From an optimization exercise on the open Yosys and OpenROAD flow, aimed at small area; shortcuts taken in it are not production practice. In this exercise RTL edits were held to simulation tests only and were not proved equivalent to the original. Power is estimated from default activity; no workload was simulated.

==> xenon <==
==> flow/design.v <==
package ascon_pkg;
    typedef logic [64-1:0] lane_t;
    typedef logic [2*64-1:0] block_t;
    typedef logic [5-1:0] slice_t;
    typedef logic [3:0] round_idx_t;
    typedef enum logic [2:0]
    {
        IDLE,
        INIT,
        ASSOC,
        TEXT,
        FINAL
    } phase_t;
endpackage
`timescale 1ns/1ps
module ascon_sbox_column
(
    input  ascon_pkg::slice_t col_in,
    output ascon_pkg::slice_t col_out
);
    ascon_pkg::slice_t mix;
    ascon_pkg::slice_t chi;
    assign mix[0] = col_in[0] ^ col_in[4];
    assign mix[1] = col_in[1];
    assign mix[2] = col_in[1] ^ col_in[2];
    assign mix[3] = col_in[3];
    assign mix[4] = col_in[3] ^ col_in[4];
    always_comb
    begin
        for (int i = 0; i < 5; i++)
        begin
            chi[i] = mix[i] ^ (~mix[(i + 1) % 5] & mix[(i + 2) % 5]);
        end
    end
    assign col_out[0] = chi[0] ^ chi[4];
    assign col_out[1] = chi[1] ^ chi[0];
    assign col_out[2] = ~chi[2];
    assign col_out[3] = chi[3] ^ chi[2];
    assign col_out[4] = chi[4];
endmodule
`timescale 1ns/1ps
module ascon_linear_layer
(
    input  ascon_pkg::lane_t s0,
    input  ascon_pkg::lane_t s1,
    input  ascon_pkg::lane_t s2,
    input  ascon_pkg::lane_t s3,
    input  ascon_pkg::lane_t s4,
    output ascon_pkg::lane_t x0,
    output ascon_pkg::lane_t x1,
    output ascon_pkg::lane_t x2,
    output ascon_pkg::lane_t x3,
    output ascon_pkg::lane_t x4
);
    function automatic ascon_pkg::lane_t rotr
    (
        input ascon_pkg::lane_t v,
        input int               n
    );
        rotr = (v >> n) | (v << ($bits(v) - n));
    endfunction
    function automatic ascon_pkg::lane_t diffuse
    (
        input ascon_pkg::lane_t v,
        input int               a,
        input int               b
    );
        diffuse = v ^ rotr(v, a) ^ rotr(v, b);
    endfunction
    assign x0 = diffuse(s0, 19, 28);
    assign x1 = diffuse(s1, 61, 39);
    assign x2 = diffuse(s2, 1, 6);
    assign x3 = diffuse(s3, 10, 17);
    assign x4 = diffuse(s4, 7, 41);
endmodule
`timescale 1ns/1ps
module ascon_sequencer
(
    input  logic                clk,
    input  logic                reset,
    input  logic                start,
    input  ascon_pkg::block_t   key,
    input  ascon_pkg::block_t   nonce,
    input  ascon_pkg::block_t   ad,
    input  ascon_pkg::block_t   pt,
    input  ascon_pkg::lane_t    lin_x0,
    input  ascon_pkg::lane_t    lin_x1,
    input  ascon_pkg::lane_t    lin_x2,
    input  ascon_pkg::lane_t    lin_x3,
    input  ascon_pkg::lane_t    lin_x4,
    output ascon_pkg::lane_t    sbox_x0,
    output ascon_pkg::lane_t    sbox_x1,
    output ascon_pkg::lane_t    sbox_x2,
    output ascon_pkg::lane_t    sbox_x3,
    output ascon_pkg::lane_t    sbox_x4,
    output ascon_pkg::block_t   c,
    output ascon_pkg::block_t   t,
    output logic                busy,
    output logic                done
);
    localparam ascon_pkg::round_idx_t LAST_ROUND =
        ascon_pkg::round_idx_t'(12 - 1);
    localparam ascon_pkg::round_idx_t PB_FIRST =
        ascon_pkg::round_idx_t'(12 - 8);
    ascon_pkg::phase_t     phase;
    ascon_pkg::round_idx_t round;
    ascon_pkg::lane_t  st  [0:5-1];
    ascon_pkg::lane_t  rnd [0:5-1];
    ascon_pkg::lane_t  nxt [0:5-1];
    ascon_pkg::block_t key_q;
    ascon_pkg::block_t ad_q;
    ascon_pkg::block_t pt_q;
    ascon_pkg::block_t ct_q;
    ascon_pkg::lane_t  khi;
    ascon_pkg::lane_t  klo;
    ascon_pkg::lane_t  ahi;
    ascon_pkg::lane_t  alo;
    ascon_pkg::lane_t  phi;
    ascon_pkg::lane_t  plo;
    logic [7:0]        rc;
    logic              accept;
    logic              last_round;
    assign accept     = start && (phase == ascon_pkg::IDLE);
    assign last_round = (round == LAST_ROUND);
    assign busy       = (phase != ascon_pkg::IDLE);
    assign {khi, klo} = key_q;
    assign {ahi, alo} = ad_q;
    assign {phi, plo} = pt_q;
    assign rc = {4'hf - round, round};
    assign sbox_x0 = st[0];
    assign sbox_x1 = st[1];
    assign sbox_x2 = st[2] ^ {{(64-8){1'b0}}, rc};
    assign sbox_x3 = st[3];
    assign sbox_x4 = st[4];
    assign rnd[0] = lin_x0;
    assign rnd[1] = lin_x1;
    assign rnd[2] = lin_x2;
    assign rnd[3] = lin_x3;
    assign rnd[4] = lin_x4;
    always_comb
    begin
        for (int l = 0; l < 5; l++)
        begin
            nxt[l] = rnd[l];
        end
        if (last_round)
        begin
            case (phase)
                ascon_pkg::INIT:
                begin
                    nxt[3] = rnd[3] ^ khi;
                    nxt[4] = rnd[4] ^ klo;
                    nxt[0] = rnd[0] ^ ahi;
                    nxt[1] = rnd[1] ^ alo;
                end
                ascon_pkg::ASSOC:
                begin
                    nxt[4] = rnd[4] ^ 64'(1);
                    nxt[0] = rnd[0] ^ phi;
                    nxt[1] = rnd[1] ^ plo;
                end
                ascon_pkg::TEXT:
                begin
                    nxt[2] = rnd[2] ^ khi;
                    nxt[3] = rnd[3] ^ klo;
                end
                default:
                begin
                    for (int l = 0; l < 5; l++)
                    begin
                        nxt[l] = rnd[l];
                    end
                end
            endcase
        end
    end
    always_ff @(posedge clk)
    begin
        if (accept)
        begin
            key_q       <= key;
            ad_q        <= ad;
            pt_q        <= pt;
            st[0]       <= 64'h80800c0800000000;
            {st[1], st[2]} <= key;
            {st[3], st[4]} <= nonce;
        end
        else if (busy)
        begin
            for (int l = 0; l < 5; l++)
            begin
                st[l] <= nxt[l];
            end
            if ((phase == ascon_pkg::ASSOC) && last_round)
            begin
                ct_q <= {nxt[0], nxt[1]};
            end
        end
    end
    always_ff @(posedge clk)
    begin
        if (reset)
        begin
            phase <= ascon_pkg::IDLE;
            round <= '0;
            done  <= 1'b0;
            c     <= '0;
            t     <= '0;
        end
        else
        begin
            done <= 1'b0;
            if (busy && !last_round)
            begin
                round <= round + 1'b1;
            end
            case (phase)
                ascon_pkg::IDLE:
                begin
                    if (start)
                    begin
                        phase <= ascon_pkg::INIT;
                        round <= '0;
                    end
                end
                ascon_pkg::INIT:
                begin
                    if (last_round)
                    begin
                        phase <= ascon_pkg::ASSOC;
                        round <= PB_FIRST;
                    end
                end
                ascon_pkg::ASSOC:
                begin
                    if (last_round)
                    begin
                        phase <= ascon_pkg::TEXT;
                        round <= PB_FIRST;
                    end
                end
                ascon_pkg::TEXT:
                begin
                    if (last_round)
                    begin
                        phase <= ascon_pkg::FINAL;
                        round <= '0;
                    end
                end
                ascon_pkg::FINAL:
                begin
                    if (last_round)
                    begin
                        phase <= ascon_pkg::IDLE;
                        round <= '0;
                        done  <= 1'b1;
                        c     <= ct_q;
                        t     <= {rnd[3], rnd[4]} ^ key_q;
                    end
                end
                default:
                begin
                    phase <= ascon_pkg::IDLE;
                end
            endcase
        end
    end
endmodule
`timescale 1ns/1ps
module ascon_encrypt_1block
(
    input  logic              clk,
    input  logic              reset,
    input  logic              start,
    input  ascon_pkg::block_t key,
    input  ascon_pkg::block_t nonce,
    input  ascon_pkg::block_t ad,
    input  ascon_pkg::block_t pt,
    output ascon_pkg::block_t c,
    output ascon_pkg::block_t t,
    output logic              busy,
    output logic              done
);
    localparam logic [63:0] IV = 64'h80800c0800000000;
    logic [2:0] q;       
    logic [5:0] r;       
    logic       busy_q;
    logic       done_q;
    logic       accept;
    assign accept = start && !busy_q;
    assign busy   = busy_q;
    assign done   = done_q;
    always_ff @(posedge clk)
    begin
        if (reset)
        begin
            busy_q <= 1'b0;
            done_q <= 1'b0;
        end
        else
        begin
            done_q <= 1'b0;
            if (accept)
            begin
                busy_q <= 1'b1;
            end
            else if (busy_q && (q == 3'd7) && (r == 6'd40))
            begin
                busy_q <= 1'b0;
                done_q <= 1'b1;
            end
        end
    end
    always_ff @(posedge clk)
    begin
        if (accept)
        begin
            q <= '0;
            r <= '0;
        end
        else
        begin
            q <= q + 1'b1;
            if (q == 3'd7)
            begin
                r <= r + 1'b1;
            end
        end
    end
    wire pass0 = (r == 6'd0);
    wire inj_a = (r == 6'd12);
    wire inj_p = (r == 6'd20);
    wire inj_k = (r == 6'd28);
    wire fin   = (r == 6'd40);
    logic [63:0] R [0:4];                  
    logic [63:0] KH, KL, AH, AL, PH, PL;   
    logic [7:0]  wr [0:4];                 
    logic [7:0]  x  [0:4];                 
    always_ff @(posedge clk)
    begin
        for (int l = 0; l < 3; l++)
        begin
            R[l] <= {wr[l], R[l][63:8]};
        end
        if (accept)
        begin
            R[3] <= nonce[127:64];
            R[4] <= nonce[63:0];
            KH   <= key[127:64];
            KL   <= key[63:0];
            AH   <= ad[127:64];
            AL   <= ad[63:0];
            PH   <= pt[127:64];
            PL   <= pt[63:0];
        end
        else
        begin
            R[3] <= {wr[3], R[3][63:8]};
            R[4] <= {wr[4], R[4][63:8]};
            KH   <= {KH[7:0], KH[63:8]};
            KL   <= {KL[7:0], KL[63:8]};
            AH   <= {AH[7:0], AH[63:8]};
            AL   <= {AL[7:0], AL[63:8]};
            PH   <= {(inj_p ? x[0] : PH[7:0]), PH[63:8]};
            PL   <= {(inj_p ? x[1] : PL[7:0]), PL[63:8]};
        end
    end
    logic [27:0] S0;
    logic [5:0]  S2;
    logic [16:0] S3;
    logic [6:0]  S4;
    function automatic int slot_src(input int x, input int w);
        slot_src = (x + 8) % w;
    endfunction
        for (genvar x_ = 0; x_ < 28; x_++) begin : g_S0 
            logic ld_; logic d_; 
            always_comb begin 
                ld_ = 1'b0; d_ = S0[slot_src(x_, 28)]; 
                for (int u_ = 0; u_ < 8; u_++) begin 
                    if ((((u_ - 8) % 28 + 28) % 28) == x_ && u_ < 28 && (8 * q + u_) < 28) begin 
                        ld_ = 1'b1; d_ = R[0][u_]; 
                    end 
                end 
            end 
            always_ff @(posedge clk) S0[x_] <= d_; 
        end
        for (genvar x_ = 0; x_ < 6; x_++) begin : g_S2 
            logic ld_; logic d_; 
            always_comb begin 
                ld_ = 1'b0; d_ = S2[slot_src(x_, 6)]; 
                for (int u_ = 0; u_ < 8; u_++) begin 
                    if ((((u_ - 8) % 6 + 6) % 6) == x_ && u_ < 6 && (8 * q + u_) < 6) begin 
                        ld_ = 1'b1; d_ = R[2][u_]; 
                    end 
                end 
            end 
            always_ff @(posedge clk) S2[x_] <= d_; 
        end
        for (genvar x_ = 0; x_ < 17; x_++) begin : g_S3 
            logic ld_; logic d_; 
            always_comb begin 
                ld_ = 1'b0; d_ = S3[slot_src(x_, 17)]; 
                for (int u_ = 0; u_ < 8; u_++) begin 
                    if ((((u_ - 8) % 17 + 17) % 17) == x_ && u_ < 17 && (8 * q + u_) < 17) begin 
                        ld_ = 1'b1; d_ = R[3][u_]; 
                    end 
                end 
            end 
            always_ff @(posedge clk) S3[x_] <= d_; 
        end
        for (genvar x_ = 0; x_ < 7; x_++) begin : g_S4 
            logic ld_; logic d_; 
            always_comb begin 
                ld_ = 1'b0; d_ = S4[slot_src(x_, 7)]; 
                for (int u_ = 0; u_ < 8; u_++) begin 
                    if ((((u_ - 8) % 7 + 7) % 7) == x_ && u_ < 7 && (8 * q + u_) < 7) begin 
                        ld_ = 1'b1; d_ = R[4][u_]; 
                    end 
                end 
            end 
            always_ff @(posedge clk) S4[x_] <= d_; 
        end
    logic [63:39] F1;
    logic [63:41] F4;
    always_ff @(posedge clk)
    begin
        F1 <= {R[1][7:0], F1[63:47]};
        F4 <= {R[4][7:0], F4[63:49]};
    end
    function automatic logic tap
    (
        input logic [63:0] ring,
        input logic        saved,
        input int          p,
        input logic [2:0]  qq
    );
        if (p >= 64)
            tap = ring[p - 64];
        else if (8 * qq + p >= 64)
            tap = saved;
        else
            tap = ring[p];
    endfunction
    logic [7:0] l [0:4];
    for (genvar u = 0; u < 8; u++)
    begin : g_lin
        assign l[0][u] = R[0][u]
                       ^ tap(R[0], S0[(u + 19 + 28 * 3 - 64) % 28], u + 19, q)
                       ^ tap(R[0], S0[(u + 28 + 28 * 3 - 64) % 28], u + 28, q);
        assign l[1][u] = R[1][u]
                       ^ tap(R[1], (u + 61 < 64) ? F1[(u + 61 < 64) ? u + 61 : 63] : 1'b0, u + 61, q)
                       ^ tap(R[1], F1[u + 39], u + 39, q);
        assign l[2][u] = R[2][u]
                       ^ tap(R[2], S2[(u + 1 + 6 * 11 - 64) % 6], u + 1, q)
                       ^ tap(R[2], S2[(u + 6 + 6 * 11 - 64) % 6], u + 6, q);
        assign l[3][u] = R[3][u]
                       ^ tap(R[3], S3[(u + 10 + 17 * 4 - 64) % 17], u + 10, q)
                       ^ tap(R[3], S3[(u + 17 + 17 * 4 - 64) % 17], u + 17, q);
        assign l[4][u] = R[4][u]
                       ^ tap(R[4], S4[(u + 7 + 7 * 10 - 64) % 7], u + 7, q)
                       ^ tap(R[4], F4[u + 41], u + 41, q);
    end
    logic [3:0] j;
    always_comb
    begin
        if (r < 6'd12)      j = r[3:0];
        else if (r < 6'd20) j = 4'(r - 6'd8);
        else if (r < 6'd28) j = 4'(r - 6'd16);
        else                j = 4'(r - 6'd28);
    end
    wire [7:0] rc = (q == 3'd0) ? {~j, j} : 8'd0;
    for (genvar u = 0; u < 8; u++)
    begin : g_col
        always_comb
        begin
            if (pass0)
            begin
                x[0][u] = IV[{q, 3'(u)}];
                x[1][u] = KH[u];
                x[2][u] = KL[u];
                x[3][u] = R[3][u];
                x[4][u] = R[4][u];
            end
            else
            begin
                x[0][u] = l[0][u] ^ (inj_a & AH[u]) ^ (inj_p & PH[u]);
                x[1][u] = l[1][u] ^ (inj_a & AL[u]) ^ (inj_p & PL[u]);
                x[2][u] = l[2][u] ^ (inj_k & KH[u]);
                x[3][u] = l[3][u] ^ ((inj_a | fin) & KH[u]) ^ (inj_k & KL[u]);
                x[4][u] = l[4][u] ^ ((inj_a | fin) & KL[u])
                        ^ (inj_p & (q == 3'd0) & (u == 0));
            end
        end
        ascon_pkg::slice_t col_in, col_out;
        assign col_in = {x[4][u], x[3][u], x[2][u] ^ rc[u], x[1][u], x[0][u]};
        ascon_sbox_column u_sbox
        (
            .col_in  (col_in),
            .col_out (col_out)
        );
        for (genvar b = 0; b < 5; b++)
        begin : g_wr
            assign wr[b][u] = fin ? x[b][u] : col_out[b];
        end
    end
    assign c = {PH, PL};
    assign t = {R[3], R[4]};
endmodule
==> flow/run.sh <==
#!/bin/bash
# synth_recipe.tcl (not shown) runs the flow's synth.tcl, then flattens the netlist and writes it again
# the make line also repeats each setting of config.mk as NAME=value (left out here)
make -C /OpenROAD-flow-scripts/flow DESIGN_CONFIG=/design/flow/config.mk WORK_HOME=/design/flow/orfs CLKGATE_MAP_FILE= SYNTH_SCRIPT=/design/flow/synth_recipe.tcl finish
==> flow/config.mk <==
export PLATFORM = sky130hd
export DESIGN_NAME = ascon_encrypt_1block
export DESIGN_NICKNAME = ascon_encrypt_1block
export VERILOG_FILES = /design/flow/design.v
export SDC_FILE = /design/flow/constraint.sdc
export NUM_CORES = 4
export LEC_CHECK = 0
export CAP_MARGIN = 20
export CORE_MARGIN = 2
export CORE_UTILIZATION = 40
export SLEW_MARGIN = 20
==> flow/constraint.sdc <==
create_clock -name core_clock -period 8.0 [get_ports {clk}]
set_input_delay 1.6000 -clock core_clock [delete_from_list [all_inputs] [get_ports {clk}]]
set_output_delay 1.6000 -clock core_clock [all_outputs]
set_load 0.01 [all_outputs]
==> inputs of cedar, as changes to xenon <==
==> flow/design.v, changed modules only <==
module ascon_encrypt_1block
(
    input  logic              clk,
    input  logic              reset,
    input  logic              start,
    input  ascon_pkg::block_t key,
    input  ascon_pkg::block_t nonce,
    input  ascon_pkg::block_t ad,
    input  ascon_pkg::block_t pt,
    output ascon_pkg::block_t c,
    output ascon_pkg::block_t t,
    output logic              busy,
    output logic              done
);
    localparam logic [63:0] IV = 64'h80800c0800000000;
    logic [2:0] q;       
    logic [5:0] r;       
    logic       busy_q;
    logic       idle_q;  
    logic       done_q;
    assign busy = busy_q;
    assign done = done_q;
    always_ff @(posedge clk)
    begin
        if (reset)
        begin
            busy_q <= 1'b0;
            idle_q <= 1'b1;
            done_q <= 1'b0;
        end
        else
        begin
            done_q <= 1'b0;
            if (idle_q)
            begin
                busy_q <= start;
                idle_q <= !start;
            end
            else if ((q == 3'd7) && (r == 6'd40))
            begin
                busy_q <= 1'b0;
                idle_q <= 1'b1;
                done_q <= 1'b1;
            end
        end
    end
    always_ff @(posedge clk)
    begin
        if (idle_q)
        begin
            q <= '0;
            r <= '0;
        end
        else
        begin
            q <= q + 1'b1;
            if (q == 3'd7)
            begin
                r <= r + 1'b1;
            end
        end
    end
    wire pass0 = (r == 6'd0);
    wire inj_a = (r == 6'd12);
    wire inj_p = (r == 6'd20);
    wire inj_k = (r == 6'd28);
    wire fin   = (r == 6'd40);
    function automatic logic [63:0] ld
    (
        input logic [63:0] in,
        input logic [63:0] sh,
        input logic        bsy,
        input logic        idl
    );
        ld = ({64{bsy}} | in) & ({64{idl}} | sh);
    endfunction
    localparam logic [63:0] POL = 64'hff00ff00ff00ff00;
    logic [63:0] R [0:4];                  
    logic [63:0] KHs, KLs, AHs, ALs;
    logic [63:0] KH, KL, AH, AL;           
    logic [63:0] PH, PL;                   
    logic [7:0]  wr [0:4];                 
    logic [7:0]  x  [0:4];                 
    assign KH = KHs ^ POL;
    assign KL = KLs ^ POL;
    assign AH = AHs ^ POL;
    assign AL = ALs ^ POL;
    always_ff @(posedge clk)
    begin
        for (int l = 0; l < 3; l++)
        begin
            R[l] <= {wr[l], R[l][63:8]};
        end
        R[3] <= ld(nonce[127:64], {wr[3], R[3][63:8]}, busy_q, idle_q);
        R[4] <= ld(nonce[63:0],   {wr[4], R[4][63:8]}, busy_q, idle_q);
        KHs  <= ld(key[127:64], {KH[7:0], KH[63:8]}, busy_q, idle_q) ^ POL;
        KLs  <= ld(key[63:0],   {KL[7:0], KL[63:8]}, busy_q, idle_q) ^ POL;
        AHs  <= ld(ad[127:64],  {AH[7:0], AH[63:8]}, busy_q, idle_q) ^ POL;
        ALs  <= ld(ad[63:0],    {AL[7:0], AL[63:8]}, busy_q, idle_q) ^ POL;
        PH   <= ld(pt[127:64], {(inj_p ? x[0] : PH[7:0]), PH[63:8]}, busy_q, idle_q);
        PL   <= ld(pt[63:0],   {(inj_p ? x[1] : PL[7:0]), PL[63:8]}, busy_q, idle_q);
    end
    logic [27:0] S0;
    logic [5:0]  S2;
    logic [16:0] S3;
    logic [6:0]  S4;
    function automatic int slot_src(input int x, input int w);
        slot_src = (x + 8) % w;
    endfunction
        for (genvar x_ = 0; x_ < 28; x_++) begin : g_S0 
            logic ld_; logic d_; 
            always_comb begin 
                ld_ = 1'b0; d_ = S0[slot_src(x_, 28)]; 
                for (int u_ = 0; u_ < 8; u_++) begin 
                    if ((((u_ - 8) % 28 + 28) % 28) == x_ && u_ < 28 && {1'b0, q} < 4'((28 - u_ + 7) / 8)) begin 
                        ld_ = 1'b1; d_ = R[0][u_]; 
                    end 
                end 
            end 
            always_ff @(posedge clk) S0[x_] <= d_; 
        end
        for (genvar x_ = 0; x_ < 6; x_++) begin : g_S2 
            logic ld_; logic d_; 
            always_comb begin 
                ld_ = 1'b0; d_ = S2[slot_src(x_, 6)]; 
                for (int u_ = 0; u_ < 8; u_++) begin 
                    if ((((u_ - 8) % 6 + 6) % 6) == x_ && u_ < 6 && {1'b0, q} < 4'((6 - u_ + 7) / 8)) begin 
                        ld_ = 1'b1; d_ = R[2][u_]; 
                    end 
                end 
            end 
            always_ff @(posedge clk) S2[x_] <= d_; 
        end
        for (genvar x_ = 0; x_ < 17; x_++) begin : g_S3 
            logic ld_; logic d_; 
            always_comb begin 
                ld_ = 1'b0; d_ = S3[slot_src(x_, 17)]; 
                for (int u_ = 0; u_ < 8; u_++) begin 
                    if ((((u_ - 8) % 17 + 17) % 17) == x_ && u_ < 17 && {1'b0, q} < 4'((17 - u_ + 7) / 8)) begin 
                        ld_ = 1'b1; d_ = R[3][u_]; 
                    end 
                end 
            end 
            always_ff @(posedge clk) S3[x_] <= d_; 
        end
        for (genvar x_ = 0; x_ < 7; x_++) begin : g_S4 
            logic ld_; logic d_; 
            always_comb begin 
                ld_ = 1'b0; d_ = S4[slot_src(x_, 7)]; 
                for (int u_ = 0; u_ < 8; u_++) begin 
                    if ((((u_ - 8) % 7 + 7) % 7) == x_ && u_ < 7 && {1'b0, q} < 4'((7 - u_ + 7) / 8)) begin 
                        ld_ = 1'b1; d_ = R[4][u_]; 
                    end 
                end 
            end 
            always_ff @(posedge clk) S4[x_] <= d_; 
        end
    logic [63:39] F1;
    logic [63:41] F4;
    always_ff @(posedge clk)
    begin
        F1 <= {R[1][7:0], F1[63:47]};
        F4 <= {R[4][7:0], F4[63:49]};
    end
    function automatic logic tap
    (
        input logic [63:0] ring,
        input logic        saved,
        input int          p,
        input logic [2:0]  qq
    );
        if (p >= 64)
            tap = ring[p - 64];
        else if ({1'b0, qq} >= 4'((64 - p + 7) / 8))
            tap = saved;
        else
            tap = ring[p];
    endfunction
    logic [7:0] l [0:4];
    for (genvar u = 0; u < 8; u++)
    begin : g_lin
        assign l[0][u] = R[0][u]
                       ^ tap(R[0], S0[(u + 19 + 28 * 3 - 64) % 28], u + 19, q)
                       ^ tap(R[0], S0[(u + 28 + 28 * 3 - 64) % 28], u + 28, q);
        assign l[1][u] = R[1][u]
                       ^ tap(R[1], (u + 61 < 64) ? F1[(u + 61 < 64) ? u + 61 : 63] : 1'b0, u + 61, q)
                       ^ tap(R[1], F1[u + 39], u + 39, q);
        assign l[2][u] = R[2][u]
                       ^ tap(R[2], S2[(u + 1 + 6 * 11 - 64) % 6], u + 1, q)
                       ^ tap(R[2], S2[(u + 6 + 6 * 11 - 64) % 6], u + 6, q);
        assign l[3][u] = R[3][u]
                       ^ tap(R[3], S3[(u + 10 + 17 * 4 - 64) % 17], u + 10, q)
                       ^ tap(R[3], S3[(u + 17 + 17 * 4 - 64) % 17], u + 17, q);
        assign l[4][u] = R[4][u]
                       ^ tap(R[4], S4[(u + 7 + 7 * 10 - 64) % 7], u + 7, q)
                       ^ tap(R[4], F4[u + 41], u + 41, q);
    end
    logic [3:0] j;
    always_comb
    begin
        if (r < 6'd12)      j = r[3:0];
        else if (r < 6'd20) j = 4'(r - 6'd8);
        else if (r < 6'd28) j = 4'(r - 6'd16);
        else                j = 4'(r - 6'd28);
    end
    wire [7:0] rc = (q == 3'd0) ? {~j, j} : 8'd0;
    for (genvar u = 0; u < 8; u++)
    begin : g_col
        always_comb
        begin
            if (pass0)
            begin
                x[0][u] = IV[{q, 3'(u)}];
                x[1][u] = KH[u];
                x[2][u] = KL[u];
                x[3][u] = R[3][u];
                x[4][u] = R[4][u];
            end
            else
            begin
                x[0][u] = l[0][u] ^ (inj_a & AH[u]) ^ (inj_p & PH[u]);
                x[1][u] = l[1][u] ^ (inj_a & AL[u]) ^ (inj_p & PL[u]);
                x[2][u] = l[2][u] ^ (inj_k & KH[u]);
                x[3][u] = l[3][u] ^ ((inj_a | fin) & KH[u]) ^ (inj_k & KL[u]);
                x[4][u] = l[4][u] ^ ((inj_a | fin) & KL[u])
                        ^ (inj_p & (q == 3'd0) & (u == 0));
            end
        end
        ascon_pkg::slice_t col_in, col_out;
        assign col_in = {x[4][u], x[3][u], x[2][u] ^ rc[u], x[1][u], x[0][u]};
        ascon_sbox_column u_sbox
        (
            .col_in  (col_in),
            .col_out (col_out)
        );
        for (genvar b = 0; b < 5; b++)
        begin : g_wr
            if (b >= 3)
                assign wr[b][u] = fin ? x[b][u] : col_out[b];
            else
                assign wr[b][u] = col_out[b];
        end
    end
    assign c = {PH, PL};
    assign t = {R[3], R[4]};
endmodule
==> flow/flow/run.sh (new file) <==
#!/bin/bash
# Standard ORFS layout (the standard.sh, unchanged synthesis), with
# minimum-size port buffers and a lighter clock tree.
set -euo pipefail
export BUFFER_PORTS_ARGS="-buffer_cell sky130_fd_sc_hd__buf_1"
export CTS_ARGS="-sink_clustering_enable -repair_clock_nets -buf_list sky130_fd_sc_hd__clkbuf_4 -dont_use_dummy_load"
bash standard.sh > standard_flow.log 2>&1
==> flow/standard.sh (new file) <==
#!/bin/bash
# synth_recipe.tcl (not shown) runs the flow's synth.tcl, then flattens the netlist and writes it again
# the make line also repeats each setting of config.mk as NAME=value (left out here)
make -C /OpenROAD-flow-scripts/flow DESIGN_CONFIG=/design/flow/config.mk WORK_HOME=/design/flow/orfs CLKGATE_MAP_FILE= SYNTH_SCRIPT=/design/flow/synth_recipe.tcl "${@:-finish}"
removed: flow/run.sh
==> results.txt <==
Against cedar, the clock power of xenon is higher by 60%.
Of cedar and xenon, xenon has the higher synthesized cell count (gap 28%, measured against xenon).
Of xenon and cedar, xenon has the higher area after synthesis (gap 6.5%, measured against cedar).
Against cedar, the sequential share of layout area of xenon is lower by 11 points.
In cedar the worst setup slack is lower than in xenon, by 0.92 ns.
Maximum frequency: cedar is lower than xenon (about 17%).
Sequential power: xenon is higher than cedar (about 7%).
==> figures <==
	cedar	xenon
Result of the run	no timing/DRC/antenna violations	no timing/DRC/antenna violations
Buffers excl. clock	788	786
Number of global-route vias before repair	21690	21550
Worst-case register-to-register setup slack	2.73 ns	3.65 ns
Max Fanout on Critical Path	22	19
GR Util met1	39.59%	33.99%
Sequential cells	822	821
Cell repeated most along the worst path	sky130_fd_sc_hd__ha_1	sky130_fd_sc_hd__xnor2_1
Share of cell area taken by flip-flops and latches	52.01%	41.40%
CP Capture Point	R[3][60]	R[4][56]
Syn_nets	2834	3715
Post-route cell area	31660 µm²	39700 µm²
Mux contribution to synthesized area	4.682%	4.347%
Part of the power in combinational logic	17.5%	24.2%
Overall power after layout	0.009942 W	0.01340 W

==> re-timing with driven ports <==
The results above use ideal ports. As a check the final layouts listed here were re-extracted and re-timed, cells and wires unchanged. Step 1 (the two cells are an assumption about what drives the block):
set clk [get_ports {clk}]
set_driving_cell -lib_cell sky130_fd_sc_hd__clkbuf_16 $clk
set_driving_cell -lib_cell sky130_fd_sc_hd__buf_2 [delete_from_list [all_inputs] $clk]
Step 2, shift: input delay + t, output delay - t, t = (earliest + latest rising clock arrival at the registers) / 2. This alone moves slack from input paths to output paths. Slacks: ideal ports / drivers / drivers and shift; pairs: ideal ports / drivers.
| run | t, ns | setup slack, ns | hold WS [ns] | worst setup path at the end | pins driven straight from the clock port |
|---|---|---|---|---|---|
| xenon | 0.664 | 3.649 / 3.649 / 3.649 | 0.318 / 0.318 / 0.318 | register to register | 1 |
| cedar | 1.008 | 2.732 / 2.732 / 2.732 | 0.303 / 0.303 / 0.303 | register to register | 1 |
After both steps every run listed still meets setup and hold.
